What follows belongs to an exercise in optimizing a design on an open flow for a short achievable clock period and few clock cycles per item; a production flow would make more cautious choices. In this exercise RTL edits were held to simulation tests only and were not proved equivalent to the original. No driver is modelled on the clock port, so clocking that relies on it looks cheaper here than on a real chip. Power is estimated from default activity; no workload was simulated.

===== design/flow/flow/run.sh =====
#!/bin/bash
# Standard ORFS layout with two changes:
#  - after placement (flow/io_snap.tcl), each output port's buffer is put next to its
#    pin and the flip-flop driving it next to the buffer;
#  - after CTS (flow/clk_inv.tcl), the top of the clock tree is reshaped: the root
#    buffer is removed, so the clock port drives the four first-level clock buffers
#    directly, the first two buffer levels become inverters (inv_16) and the leaf
#    buffers buf_12. Every register keeps the same number and kind of clock cells.
#    Full and half adder cells start one drive size up before timing repair.
set -euo pipefail
work=$(pwd)
res=$work/orfs/results/$FLOW_PLATFORM/gray_vertical_census_bank/base
export PLATFORM_DIR=$FLOW_HOME/platforms/$FLOW_PLATFORM

bash standard.sh place > log_1_standard_to_place.log 2>&1

IN_ODB=$res/3_place.odb IN_SDC=$res/3_place.sdc OUT_ODB=$res/3_place_snapped.odb \
  openroad -threads ${NUM_CORES:-4} -exit flow/io_snap.tcl > log_2_io_snap.log 2>&1
cp $res/3_place_snapped.odb $res/3_place.odb
touch $res/3_place.sdc

bash standard.sh cts > log_3_standard_cts.log 2>&1

IN_ODB=$res/4_cts.odb IN_SDC=$res/4_cts.sdc OUT_ODB=$res/4_cts_reshaped.odb REPAIR_MARGIN=${REPAIR_MARGIN:-3.2} CLK_LEAF=sky130_fd_sc_hd__buf_12 ADDER_UPSIZE=1 \
  openroad -threads ${NUM_CORES:-4} -exit flow/clk_inv.tcl > log_4_clk_inv.log 2>&1
cp $res/4_cts_reshaped.odb $res/4_cts.odb
touch $res/4_cts.sdc

bash standard.sh finish > log_5_standard_finish.log 2>&1

===== design/flow/flow/clk_inv.tcl =====
# Reshape the top of the clock tree that CTS built:
#  2. turn the first two buffer levels below the port into inverters (CLK_INV), which are
#     faster than the two-stage clock buffers; the two inversions cancel, so every
#     register still sees the true clock, and every register's path keeps the same
#     number and kind of cells, so the tree stays balanced;
#  3. optionally give the leaf buffers another buffer cell (CLK_LEAF);
#  4. optionally (ADDER_UPSIZE) start full / half adder cells one drive size up.
# Then repair setup timing with margin REPAIR_MARGIN (ns) if set.
# Reads IN_ODB/IN_SDC, writes OUT_ODB.
set pf $::env(PLATFORM_DIR)
read_liberty $pf/lib/sky130_fd_sc_hd__tt_025C_1v80.lib
read_db $::env(IN_ODB)
read_sdc $::env(IN_SDC)
source $pf/setRC.tcl
# the platform's don't-use cells (DONT_USE_CELLS in its config.mk)
set_dont_use [get_lib_cells {sky130_fd_sc_hd__probe_p_8 sky130_fd_sc_hd__probec_p_8 sky130_fd_sc_hd__lpflow_*}]
set_propagated_clock [all_clocks]

set INV [expr {[info exists ::env(CLK_INV)] ? $::env(CLK_INV) : "sky130_fd_sc_hd__inv_16"}]
set INV_LEVELS [expr {[info exists ::env(CLK_INV_LEVELS)] ? $::env(CLK_INV_LEVELS) : 2}]

set db [ord::get_db]
set block [ord::get_db_block]
set pnet [[$block findBTerm clk] getNet]

proc out_net {inst} {
  foreach it [$inst getITerms] {
    if {[$it isOutputSignal]} { return [$it getNet] }
  }
  return ""
}
proc is_clkbuf {inst} {
  return [string match "sky130_fd_sc_hd__clkbuf*" [[$inst getMaster] getName]]
}
proc loads {net} {
  set r {}
  foreach it [$net getITerms] {
    if {![$it isOutputSignal]} { lappend r $it }
  }
  return $r
}

estimate_parasitics -placement
puts "before:"
report_clock_latency

# 1. root buffer
set l [loads $pnet]
if {[llength $l] == 1 && [is_clkbuf [[lindex $l 0] getInst]]} {
  set root [[lindex $l 0] getInst]
  set onet [out_net $root]
  set sinks [loads $onet]
  if {[llength $sinks] <= 4} {
    foreach it $sinks { $it disconnect; $it connect $pnet }
    foreach it [$root getITerms] { $it disconnect }
    odb::dbInst_destroy $root
    odb::dbNet_destroy $onet
    puts "removed root buffer, port drives [llength $sinks] pins"
  }
}

# 2. levels: buffers at depth 1..INV_LEVELS below the port that drive only clock buffers
set levels {}
set frontier [list $pnet]
set ok 1
for {set d 1} {$d <= $INV_LEVELS} {incr d} {
  set insts {}
  set next {}
  foreach net $frontier {
    foreach it [loads $net] {
      set inst [$it getInst]
      set on [out_net $inst]
      # CTS's dummy loads drive nothing: they only add capacitance
      if {$on eq "" || $on eq "NULL"} { continue }
      if {![is_clkbuf $inst]} { set ok 0; continue }
      lappend insts $inst
      foreach it2 [loads $on] {
        set i2 [$it2 getInst]
        set o2 [out_net $i2]
        if {($o2 ne "" && $o2 ne "NULL") && ![is_clkbuf $i2]} { set ok 0 }
        if {($o2 eq "" || $o2 eq "NULL") && [$i2 isBlock] == 0 && ![string match "clkload*" [$i2 getName]]} { set ok 0 }
      }
      lappend next $on
    }
  }
  lappend levels $insts
  set frontier $next
}
if {$INV_LEVELS % 2 != 0} { set ok 0 }
puts "inverter levels: [lmap x $levels {llength $x}], ok=$ok"
if {$ok} {
  set n 0
  set li 0
  foreach insts $levels {
    # CLK_INV: one inverter cell, or one per level
    set inv [$db findMaster [lindex $INV [expr {min($li, [llength $INV] - 1)}]]]
    incr li
    foreach inst $insts {
      set in_net [[$inst findITerm A] getNet]
      set on [out_net $inst]
      lassign [$inst getLocation] x y
      set name [$inst getName]
      foreach it [$inst getITerms] { $it disconnect }
      odb::dbInst_destroy $inst
      set ni [odb::dbInst_create $block $inv "${name}_inv"]
      $ni setLocation $x $y
      $ni setPlacementStatus PLACED
      [$ni findITerm A] connect $in_net
      [$ni findITerm Y] connect $on
      incr n
    }
  }
  puts "replaced $n clock buffers with $INV"
  # optionally swap the leaf buffers (the next level) for another buffer cell
  if {[info exists ::env(CLK_LEAF)]} {
    set lm [$db findMaster $::env(CLK_LEAF)]
    set nl 0
    foreach net $frontier {
      foreach it [loads $net] {
        set inst [$it getInst]
        set on [out_net $inst]
        if {$on eq "" || $on eq "NULL"} { continue }
        if {[is_clkbuf $inst]} { $inst swapMaster $lm; incr nl }
      }
    }
    puts "swapped $nl leaf buffers to $::env(CLK_LEAF)"
  }
  detailed_placement
  check_placement -verbose
}
estimate_parasitics -placement
puts "after:"
report_clock_latency
set worst 0
foreach r [all_registers -clock_pins] { set s [get_property $r slew_max] ; if {$s > $worst} {set worst $s} }
puts "max register clock pin slew $worst"

# Yosys maps the adders' full and half adder cells at their smallest drive; start
# them one size up before repairing timing.
if {[info exists ::env(ADDER_UPSIZE)]} {
  set nu 0
  foreach {from to} {sky130_fd_sc_hd__fa_1 sky130_fd_sc_hd__fa_2 sky130_fd_sc_hd__ha_1 sky130_fd_sc_hd__ha_2} {
    set tm [$db findMaster $to]
    foreach inst [$block getInsts] {
      if {[[$inst getMaster] getName] eq $from} { $inst swapMaster $tm; incr nu }
    }
  }
  puts "upsized $nu adder cells"
  detailed_placement
  check_placement -verbose
  estimate_parasitics -placement
  report_worst_slack -max
}

if {[info exists ::env(REPAIR_MARGIN)]} {
  repair_timing -setup -setup_margin $::env(REPAIR_MARGIN) -repair_tns 100 -verbose
  detailed_placement
  check_placement -verbose
  estimate_parasitics -placement
}
report_worst_slack -max
report_worst_slack -min
global_connect
if {[info exists ::env(OUT_ODB)]} { write_db $::env(OUT_ODB) }

===== design/flow/flow/io_snap.tcl =====
# Place each output port's buffer next to its pin, and the flip-flop that drives the
# buffer next to the buffer, so that the paths to the outputs carry almost no wire.
# Reads IN_ODB/IN_SDC, writes OUT_ODB.
set pf $::env(PLATFORM_DIR)
read_liberty $pf/lib/sky130_fd_sc_hd__tt_025C_1v80.lib
read_db $::env(IN_ODB)
read_sdc $::env(IN_SDC)
source $pf/setRC.tcl

set block [ord::get_db_block]
set core [$block getCoreArea]
set cx0 [$core xMin]; set cy0 [$core yMin]; set cx1 [$core xMax]; set cy1 [$core yMax]

proc driver_of {net} {
  foreach it [$net getITerms] {
    if {[$it isOutputSignal]} { return $it }
  }
  return ""
}
proc clamp {v lo hi} { return [expr {max($lo, min($hi, $v))}] }

estimate_parasitics -placement
report_checks -path_delay max -to [all_outputs] -format end -group_path_count 5

set moved 0
foreach bt [$block getBTerms] {
  if {[$bt getIoType] ne "OUTPUT"} { continue }
  set net [$bt getNet]
  set drv [driver_of $net]
  if {$drv eq ""} { continue }
  set buf [$drv getInst]
  # the buffer's input net and its driver
  set bin ""
  foreach it [$buf getITerms] {
    if {[$it isInputSignal] && [$it getNet] ne "NULL"} { set bin [$it getNet] }
  }
  if {$bin eq ""} { continue }
  set fdrv [driver_of $bin]
  if {$fdrv eq ""} { continue }
  set ff [$fdrv getInst]
  if {![string match "*df*" [[$ff getMaster] getName]]} { continue }
  # pin location
  set bb [$bt getBBox]
  set px [expr {([$bb xMin] + [$bb xMax]) / 2}]
  set py [expr {([$bb yMin] + [$bb yMax]) / 2}]
  # direction into the core from the pin
  set dx 0; set dy 0
  if {$px <= $cx0} { set dx 1 } elseif {$px >= $cx1} { set dx -1 } elseif {$py <= $cy0} { set dy 1 } else { set dy -1 }
  set bw [[$buf getMaster] getWidth]
  set fw [[$ff getMaster] getWidth]
  set h [[$buf getMaster] getHeight]
  set bx [clamp $px $cx0 [expr {$cx1 - $bw}]]
  set by [clamp $py $cy0 [expr {$cy1 - $h}]]
  if {$dx != 0} {
    set fx [expr {$dx > 0 ? $bx + $bw : $bx - $fw}]
    set fy $by
  } else {
    set fx $bx
    set fy [expr {$dy > 0 ? $by + $h : $by - $h}]
  }
  $buf setLocation $bx $by
  $ff setLocation [clamp $fx $cx0 [expr {$cx1 - $fw}]] [clamp $fy $cy0 [expr {$cy1 - $h}]]
  incr moved
}
puts "moved $moved output buffer / flip-flop pairs"
detailed_placement
check_placement -verbose
estimate_parasitics -placement
report_checks -path_delay max -to [all_outputs] -format end -group_path_count 5
if {[info exists ::env(OUT_ODB)]} { write_db $::env(OUT_ODB) }

===== design/flow/standard.sh =====
#!/bin/bash
# synth_recipe.tcl (not shown) runs the flow's synth.tcl, then flattens the netlist and writes it again
# the make line also repeats each setting of config.mk as NAME=value (left out here)
make -C /OpenROAD-flow-scripts/flow DESIGN_CONFIG=/design/flow/config.mk WORK_HOME=/design/flow/orfs CLKGATE_MAP_FILE= SYNTH_SCRIPT=/design/flow/synth_recipe.tcl "${@:-finish}"

===== design/flow/config.mk =====
export PLATFORM = sky130hd
export DESIGN_NAME = gray_vertical_census_bank
export DESIGN_NICKNAME = gray_vertical_census_bank
export VERILOG_FILES = /design/flow/design.v
export SDC_FILE = /design/flow/constraint.sdc
export NUM_CORES = 4
export LEC_CHECK = 0
export ABC_CLOCK_PERIOD_IN_PS = 2000
export CAP_MARGIN = 20
export CORE_MARGIN = 2
export CORE_UTILIZATION = 55
export PLACE_DENSITY = 0.65
export SETUP_SLACK_MARGIN = 3.2
export SLEW_MARGIN = 20

===== design/flow/constraint.sdc =====
create_clock -name core_clock -period 5.2 [get_ports {clk}]
set_input_delay 1.0400 -clock core_clock [delete_from_list [all_inputs] [get_ports {clk}]]
set_output_delay 1.0400 -clock core_clock [all_outputs]
set_load 0.01 [all_outputs]

===== design/flow/design.v =====
module gray_vertical_census_bank (
  input  logic          clk,
  input  logic          reset,
  input  logic [127:0]  in_pixels,
  input  logic [7:0]    in_info,
  input  logic          in_valid,
  output logic          in_ready,
  input  logic          cfg_mode,
  input  logic [7:0]    cfg_threshold,
  output logic [31:0]   out_bits,
  output logic [7:0]    out_info,
  output logic          out_border,
  output logic          out_last,
  output logic          out_valid,
  input  logic          out_ready
);
  localparam int LANES = 16;
  localparam int N     = 17;
  localparam int DEPTH = 12;            
  localparam int CAP   = DEPTH - 1;     
  function automatic logic [15:0] ks_add(input logic [15:0] a, input logic [15:0] b,
                                         input logic cin);
    logic [15:0] p, g, pp, gg, pn, gn;
    p = a ^ b;
    g = a & b;
    g[0] = g[0] | (p[0] & cin);
    pp = p;
    gg = g;
    for (int d = 1; d < 16; d = d * 2) begin
      for (int i = 0; i < 16; i++) begin
        if (i >= d) begin
          gn[i] = gg[i] | (pp[i] & gg[i-d]);
          pn[i] = pp[i] & pp[i-d];
        end else begin
          gn[i] = gg[i];
          pn[i] = pp[i];
        end
      end
      pp = pn;
      gg = gn;
    end
    ks_add = p ^ {gg[14:0], cin};
  endfunction
  logic       in_ready_r;
  logic [3:0] cnt;
  logic [3:0] cnt_next;
  logic       acc, xfer, xr;
  logic       v0;
  assign in_ready = in_ready_r;
  assign acc      = in_valid && in_ready_r;
  assign xfer     = out_valid && out_ready;
  always_comb begin
    case ({v0, xr})
      2'b10:   cnt_next = cnt + 4'd1;
      2'b01:   cnt_next = cnt - 4'd1;
      default: cnt_next = cnt;
    endcase
  end
  logic le_m3, le_m2, le_m1, le_m0;     
  assign le_m3 = cnt <= 4'(CAP - 3);
  assign le_m2 = cnt <= 4'(CAP - 2);
  assign le_m1 = cnt <= 4'(CAP - 1);
  assign le_m0 = cnt <= 4'(CAP);
  logic ready_next;
  always_comb begin
    case ({in_ready_r, v0, xr})
      3'b000:  ready_next = le_m1;
      3'b001:  ready_next = le_m0;
      3'b010:  ready_next = le_m2;
      3'b011:  ready_next = le_m1;
      3'b100:  ready_next = le_m2;
      3'b101:  ready_next = le_m1;
      3'b110:  ready_next = le_m3;
      default: ready_next = le_m2;
    endcase
  end
  always_ff @(posedge clk) begin
    if (reset) begin
      cnt        <= '0;
      xr         <= 1'b0;
      in_ready_r <= 1'b1;
    end else begin
      cnt        <= cnt_next;
      xr         <= xfer;
      in_ready_r <= ready_next;
    end
  end
  logic [7:0]   win [LANES][N];         
  logic         v1;
  logic [127:0] p0;
  logic [7:0]   o0  [LANES];
  logic [7:0]   info0;
  logic         mode0;
  logic [7:0]   thr0;
  logic         reset_r;
  logic [4:0]   n;
  logic         full_n, sel14, sel15, sel16;
  assign full_n = (n == 5'd17);
  assign sel14  = full_n && v0 && v1;
  assign sel15  = full_n && (v0 != v1);
  assign sel16  = full_n && !v0 && !v1;
  always_ff @(posedge clk) begin
    if (reset) begin
      n  <= '0;
      v0 <= 1'b0;
    end else begin
      if (acc && !full_n) n <= n + 5'd1;
      v0 <= acc;
    end
    for (int i = 0; i < LANES; i++)
      o0[i] <= (win[i][14] & {8{sel14}}) | (win[i][15] & {8{sel15}}) | (win[i][16] & {8{sel16}});
    reset_r <= reset;
    p0      <= in_pixels;
    info0   <= in_info;
    mode0   <= cfg_mode;
    thr0    <= cfg_threshold;
  end
  logic [7:0]  p1  [LANES];
  logic [8:0]  d1  [LANES];             
  logic [7:0]  info1;
  logic        mode1;
  logic [7:0]  thr1;
  always_ff @(posedge clk) begin
    for (int i = 0; i < LANES; i++) begin
      p1[i] <= p0[8*i +: 8];
      d1[i] <= 9'(ks_add({8'b0, p0[8*i +: 8]}, {8'hff, ~o0[i]}, 1'b1));
    end
    if (reset) v1 <= 1'b0;
    else       v1 <= v0;
    info1 <= info0;
    mode1 <= mode0;
    thr1  <= thr0;
  end
  logic [14:0] ss  [LANES];
  logic [14:0] sc  [LANES];
  logic [12:0] c17w [LANES];            
  logic [8:0]  k;
  logic [8:0]  k_inc;
  logic        mode_l;
  logic [7:0]  thr_l;
  logic        vW, bW, lW;
  logic [7:0]  infoW;
  assign k_inc = 9'(ks_add({7'b0, k}, 16'b0, 1'b1));
  always_ff @(posedge clk) begin
    if (v1) begin
      for (int i = 0; i < LANES; i++) begin
        for (int j = N - 1; j > 0; j--) win[i][j] <= win[i][j-1];
        win[i][0] <= p1[i];
        c17w[i]   <= 13'(ks_add({4'b0, win[i][7], 4'b0}, {8'b0, win[i][7]}, 1'b0));
      end
    end
  end
  always_ff @(posedge clk) begin
    if (reset_r) begin
      for (int i = 0; i < LANES; i++) begin
        ss[i] <= '0;
        sc[i] <= '0;
      end
    end else if (v1) begin
      for (int i = 0; i < LANES; i++) begin
        logic [14:0] a;
        a     = {{6{d1[i][8]}}, d1[i]};
        ss[i] <= ss[i] ^ sc[i] ^ a;
        sc[i] <= {(ss[i][13:0] & sc[i][13:0]) | (ss[i][13:0] & a[13:0]) | (sc[i][13:0] & a[13:0]), 1'b0};
      end
    end
  end
  always_ff @(posedge clk) begin
    if (reset_r) begin
      k      <= '0;
      mode_l <= 1'b0;
      thr_l  <= '0;
    end else if (v1) begin
      if (k == 9'd0) begin
        mode_l <= mode1;
        thr_l  <= thr1;
      end
      k <= (k == 9'd479) ? 9'd0 : k_inc;
    end
  end
  always_ff @(posedge clk) begin
    if (reset) vW <= 1'b0;
    else       vW <= v1;
    if (v1) begin
      bW    <= (k < 9'd16);
      lW    <= (k == 9'd479);
      infoW <= info1;
    end
  end
  logic [14:0] sumA [LANES];
  logic [12:0] c17A [LANES];
  logic [12:0] t17A;
  logic        mA, vA, bA, lA;
  logic [7:0]  infoA;
  always_ff @(posedge clk) begin
    for (int i = 0; i < LANES; i++) begin
      sumA[i] <= 15'(ks_add({1'b0, ss[i]}, {1'b0, sc[i]}, 1'b0));
      c17A[i] <= c17w[i];
    end
    t17A  <= mode_l ? 13'(ks_add({4'b0, thr_l, 4'b0}, {8'b0, thr_l}, 1'b0)) : '0;
    mA    <= mode_l;
    if (reset) vA <= 1'b0;
    else       vA <= vW;
    bA    <= bW;
    lA    <= lW;
    infoA <= infoW;
  end
  logic [14:0] dX [LANES];              
  logic [12:0] t17X;
  logic        mX, vX, bX, lX;
  logic [7:0]  infoX;
  always_ff @(posedge clk) begin
    for (int i = 0; i < LANES; i++)
      dX[i] <= 15'(ks_add({3'b0, c17A[i]}, {1'b1, ~sumA[i]}, 1'b1));
    t17X  <= t17A;
    mX    <= mA;
    if (reset) vX <= 1'b0;
    else       vX <= vA;
    bX    <= bA;
    lX    <= lA;
    infoX <= infoA;
  end
  function automatic logic [7:0] grp(input logic [15:0] a, input logic [15:0] b,
                                     input logic cin);
    logic [15:0] p, g;
    logic [3:0]  gg, pp;
    p = a ^ b;
    g = a & b;
    g[0] = g[0] | (p[0] & cin);
    for (int q = 0; q < 4; q++) begin
      logic gq, pq;
      gq = 1'b0;
      pq = 1'b1;
      for (int j = 0; j < 4; j++) begin
        if (4 * q + j < 15) begin
          gq = g[4*q+j] | (p[4*q+j] & gq);
          pq = pq & p[4*q+j];
        end
      end
      gg[q] = gq;
      pp[q] = pq;
    end
    grp = {p[15], gg, pp[3:1]};
  endfunction
  function automatic logic sign_of(input logic [7:0] x);
    logic c15;
    c15 = x[6] | (x[2] & (x[5] | (x[1] & (x[4] | (x[0] & x[3])))));
    sign_of = x[7] ^ c15;
  endfunction
  logic [7:0]  gY [LANES];
  logic [7:0]  lY [LANES];
  logic        mY, vY, bY, lastY;
  logic [7:0]  infoY;
  always_ff @(posedge clk) begin
    for (int i = 0; i < LANES; i++) begin
      logic [15:0] dd, nt;
      dd = {dX[i][14], dX[i]};
      nt = ~{3'b0, t17X};
      gY[i] <= grp(dd, nt, 1'b0);
      lY[i] <= grp(~dd, nt, 1'b1);
    end
    mY    <= mX;
    if (reset) vY <= 1'b0;
    else       vY <= vX;
    bY    <= bX;
    lastY <= lX;
    infoY <= infoX;
  end
  logic [31:0] bitsY;
  always_comb begin
    for (int i = 0; i < LANES; i++) begin
      bitsY[2*i]   = !bY && !sign_of(gY[i]);
      bitsY[2*i+1] = !bY && mY && !sign_of(lY[i]);
    end
  end
  logic [41:0] resZ;
  logic        vZ;
  always_ff @(posedge clk) begin
    resZ <= {bitsY, infoY, bY, lastY};
    if (reset) vZ <= 1'b0;
    else       vZ <= vY;
  end
  logic [41:0] fifo [DEPTH];
  logic [DEPTH-1:0] wp, rp, rp1;        
  logic [41:0] head0, head1;
  assign rp1 = {rp[DEPTH-2:0], rp[DEPTH-1]};
  always_comb begin
    head0 = '0;
    head1 = '0;
    for (int e = 0; e < DEPTH; e++) begin
      head0 = head0 | (fifo[e] & {42{rp[e]}});
      head1 = head1 | (fifo[e] & {42{rp1[e]}});
    end
  end
  always_ff @(posedge clk) begin
    for (int e = 0; e < DEPTH; e++)
      if (vZ && wp[e]) fifo[e] <= resZ;
  end
  logic [DEPTH-1:0] rp_x;               
  logic [41:0]      head_x;             
  logic             ov_x, ov_h;         
  assign rp_x   = out_valid ? rp1 : rp;
  assign head_x = out_valid ? head1 : head0;
  assign ov_x   = (wp & rp_x) == '0;
  assign ov_h   = (wp & rp) == '0;
  always_ff @(posedge clk) begin
    if (reset) begin
      wp        <= DEPTH'(1);
      rp        <= DEPTH'(1);
      out_valid <= 1'b0;
    end else begin
      if (vZ) wp <= {wp[DEPTH-2:0], wp[DEPTH-1]};
      rp        <= out_ready ? rp_x : rp;
      out_valid <= out_ready ? ov_x : ov_h;
    end
  end
  always_ff @(posedge clk) begin
    {out_bits, out_info, out_border, out_last} <= out_ready ? head_x : head0;
  end
endmodule

==> notes.md <==
* GR Layer Usage met3 at under 10%
* Count of cell types in the netlist at 63
* Mux share of post-synthesis cell area at 3.132%
* Compound-Gate Fraction of Synth Area at 7.972%
* Clk pin slew, worst setup/hold paths at approximately 60 ps
* Routed len/inst at about 20 µm
* Hold Crit Class: register to register
* Die H at 589.1 µm
* Final cycle utilization of the critical path at 40.01%
* Initial Util at 55.32%
* CTS tree: built
* Sw Ratio at 23.30%
* CP Data Arrival Time at around 2600 ps
* DRT Pass-1 Iters at 7
* Post-Synth XOR/XNOR Area at 2.917%
* #FFs+latches synth at between 5,000 and 6,000
* Outcome: no timing/DRC/antenna violations
* Final setup TNS at 0 ps
* Clk latency of the worst-skew pair at 570 ps
* Critical path cell sequence: inv_2 > ha_4 > fa_2 > nand2b_4 > a21oi_4 > o2111ai_2 > a31oi_2 > nand3_1 > a21oi_2 > xnor2_1
* Net Sw Power at 0.01934 W
* Fmax at 480.7 MHz
* Adder and majority cell fraction of the synthesized area at 9.706%
* Overflow after GRT at 0
* NumNets Final at 15,340
* Simple-Gate Fraction of Synth Area at ~5.4%
* PD cells at between 300 and 400 nW/µm²
* Initial antenna violation count at 20
* Longest Clk Path Bufs at 4
* Crit-path max cell delay at 370 ps
* Maxcap violations at 0
* Clk root buf: clkbuf_16
* Critical path peak fanout at 2
* Synth Area per Inst at 14.38 µm²
* Post-route ant nets at 0
* Core box area at between 300,000 and 400,000 µm²
* Share of layout cells above drive strength 1 at between 20 and 25%
* Largest family of logic cells by synthesized area: adder cells
* Final Hold Vio Count at 0
* WL final at 371,800 µm
* Slew Limit Fails at 0
* Via/cell ratio at 5.480
* Detailed placement HPWL at about 220,000 µm
* FILL cells at 24,130
* Via Count at 103,400
* Clk sinks at ~5,000
* GPL Wtd Cong at ~0.8
* Dpl cell area at 195,900 µm²
* Pin count of the biggest net entering global routing at 215
* Slew headroom at between 20% and 30%
* Leading area contributor after synthesis: edfxtp_1
* Worst setup SP type: register
* WP buf/inv at 1
* Worst Max-Slew Pin Slew at 1101 ps
* Lkg Pwr at 78.30 nW
* Critical path's slowest cell: fa_2
* Clk pwr share at 41.5%
* Register share of total power at 53.1%
* Seq/Total Area, Yosys at 68.33%
* Num CTS Buffers at 523
* Worst EP required at between 5000 and 6000 ps
* Unrepaired setup endpoints after global routing: yes
* CP delay by family, top: compound AO/OA/AOI/OAI gates
* Post-synth ARST share at 0%
* Setup violators final at 0
* Global-route wire length before repair at 571,600 µm
* Reg-to-reg slack, setup at slightly above 3000 ps
* Iteration-0 DRC Markers at roughly 7,700
* Full die area at ~350,000 µm²
* Ranking of synthesized cells by area: edfxtp_1 45%, dfxtp_1 23%, ha_1 6.8%
* Gr usage total at 20.65%
* Synth top area share at between 40% and 50%
* IO buf count at 192
* Max VDD drop at 698.4 µV
* Synthesized net count at about 15,000
* Post-synth EDFFs at ~2,800
* Row cnt at 214
* Int Pwr at 0.06367 W
* Synthesis Warnings at 14
* Post-route cell area at 220,000 µm²
* Synth Flop Type: edfxtp_1
* I/O pin cnt at between 150 and 200
* Synth Instances at 13,090
* Final Skew at 36.73 ps
* Logic pwr share at 5.4%
* Die width at 589.1 µm
* WS Path Type: register to register
* H-tree levels at 6
* CP endpoint kind: register
* Mapped Area at 188,300 µm²
* Vias in the first global route at 104,400
* Drt drc at 0
* Final min period at ~2100 ps
* GR peak layer: met2
* Met2 Track Usage GR at 33.59%
* Synthesis-to-layout area growth at 16.86%
* Met1 global-route usage at 28.79%
-- stage by stage --
| stage | total power [W] | instances | hold slack (ps) | utilization [%] | setup WS, ps |
|---|---|---|---|---|---|
| 5_1_grt | 0.08635 | 18860 | 327.4 | 64.64 | 3020 |
| 2_1_floorplan | 0.04784 | 13090 | 309.6 | - | -11910 |
| 3_5_place_dp | 0.04873 | 17590 | 312.1 | 57.56 | 1871 |
| 4_1_cts | 0.08574 | 18730 | 320.1 | 63.65 | 2615 |
| 3_3_place_gp | 0.04847 | 17590 | 310.8 | 57.56 | 1927 |
| 6_report | 0.08301 | 18870 | 314.2 | 64.65 | 3120 |
-- Yosys cell counts, drive strengths merged, types with 46 or more instances --
cell / count
nand2b: 172
nor2b: 300
mux2i: 589
a222oi: 84
nand3: 164
inv: 922
o21ai: 322
o21a: 82
dfxtp: 2175
clkbuf: 249
a31oi: 69
a21oi: 537
edfxtp: 2834
o21bai: 93
nor3: 46
a221oi: 92
a21o: 189
a22oi: 210
ha: 1022
a211oi: 264
buf: 96
xnor2: 471
a22o: 48
nor2: 884
xor2: 156
and3: 55
o31ai: 47
nand2: 273
fa: 274
-- power by group through the flow --
| stage | Sequential, W | Clock, W | Combinational, W |
|---|---|---|---|
| after floorplan | 0.0451 | 0 | 0.00271 |
| after CTS | 0.0440 | 0.0376 | 0.00418 |
| after detailed placement | 0.0449 | 0 | 0.00386 |
| after global placement | 0.0448 | 0 | 0.00366 |
| after global routing | 0.0442 | 0.0371 | 0.00506 |
| final | 0.0441 | 0.0344 | 0.00448 |
-- repair_timing --
action | in CTS | in global routing
hold buffers | 0 | 0
pin swaps | 304 | 234
resized for setup | 834 | 414
setup buffers | 178 | 102
setup endpoints to repair | 2931 | 455
hold endpoints to repair | 0 | 0
gates cloned | 4 | 14
-- per-layer routing --
layer | vias to the layer above | wire [µm] | part of all wire [%]
li1 | 48960 | - | -
met1 | 50880 | 165600 | 45
met2 | 2769 | 174200 | 47
met3 | 789 | 20480 | 5.5
met4 | 4 | 11570 | 3.1
met5 | - | 23 | 0.0062
-- worst paths after layout --
path | from | end | cells after the start
max | c17A[14][0] | dX[14][14] | 10
min | infoY[5] | resZ[7] | 0
max reg2reg | c17A[14][0] | dX[14][14] | 10
min reg2reg | infoY[5] | resZ[7] | 0
-- logic make-up (layout without fill, tap and decap cells) --
| kind of cell | Yosys count | count (layout) |
|---|---|---|
| flops | 5009 | 5009 |
| compound gates | 2208 | 2208 |
| simple gates | 2092 | 2094 |
| fa+ha+maj | 1296 | 1296 |
| buf+inv | 1267 | 2504 |
| xor+xnor | 627 | 627 |
| mux | 589 | 589 |
| other cells | 0 | 5 |
-- sequential cells by signal, indices dropped and copies added (netlist names), 9 cells and up --
register  count
d1          144
sc          224
p1          128
o0          128
dX          240
t17X         13
sumA        240
lY          128
rp           12
win        2136
out_bits     32
k             9
c17A        208
t17A         13
gY          128
ss          240
resZ         42
p0          128
fifo        504
c17w        184
wp           12
-- layout by cell type, fill, tap and decap left out, drive strengths merged, types with 69 or more instances in the layout --
cell type,n
nand2b,172
a21oi,537
a211oi,264
dfxtp,2175
clkdlybuf4s50,146
nor2,884
a21o,189
clkinv,145
edfxtp,2834
mux2i,589
o21bai,93
a221oi,92
clkbuf,239
nand2,274
buf,912
ha,1022
inv,1010
fa,274
a222oi,84
a22oi,210
o21a,82
xor2,156
o21ai,322
nand3,164
a31oi,69
nor2b,300
xnor2,471
-- area by class of cell --
cell class / count / area [µm²] / area share, %
tap: 4536 / 5675 / 2.580
sequential: 5009 / 129000 / 58.62
antenna: 5 / 12.51 / 0.005687
clock buffer: 678 / 11090 / 5.042
clock inverter: 214 / 2046 / 0.9299
timing repair buffer: 622 / 6344 / 2.883
multi-input combinational: 6814 / 61020 / 27.73
inverter: 990 / 4853 / 2.206
Testbench counts, summed over its fixed seeds: cycles 11,592, items 11,520.

-- re-timing with driven ports --
No port has a modelled driver above. Below, the same layout with a new extraction and two added sets of constraints.
Step 1: set_driving_cell puts a clkbuf_16 on clk and a buf_2 on each other input, an assumption about the parent block.
Step 2 adds t to the input delays and takes it off the output delays; t is the mean of the earliest and latest rising clock arrival at the registers after step 1. Input paths then give back, and output paths get back, about the clock's delay inside the block.
a / b / c = ideal / step 1 / step 2; a / b = the first two.
t (ns): 0.878
slack for setup (ns): 3.120 / 2.811 / 2.568
hold slack, ns: 0.314 / 0.314 / 0.314
worst data-port slew with drivers (ns): 0.08
cell pins on the clock port's net: 4
After both steps setup and hold are still met in this run. The setup slack of this run moves by -0.309 ns with the drivers and by -0.552 ns with both steps.
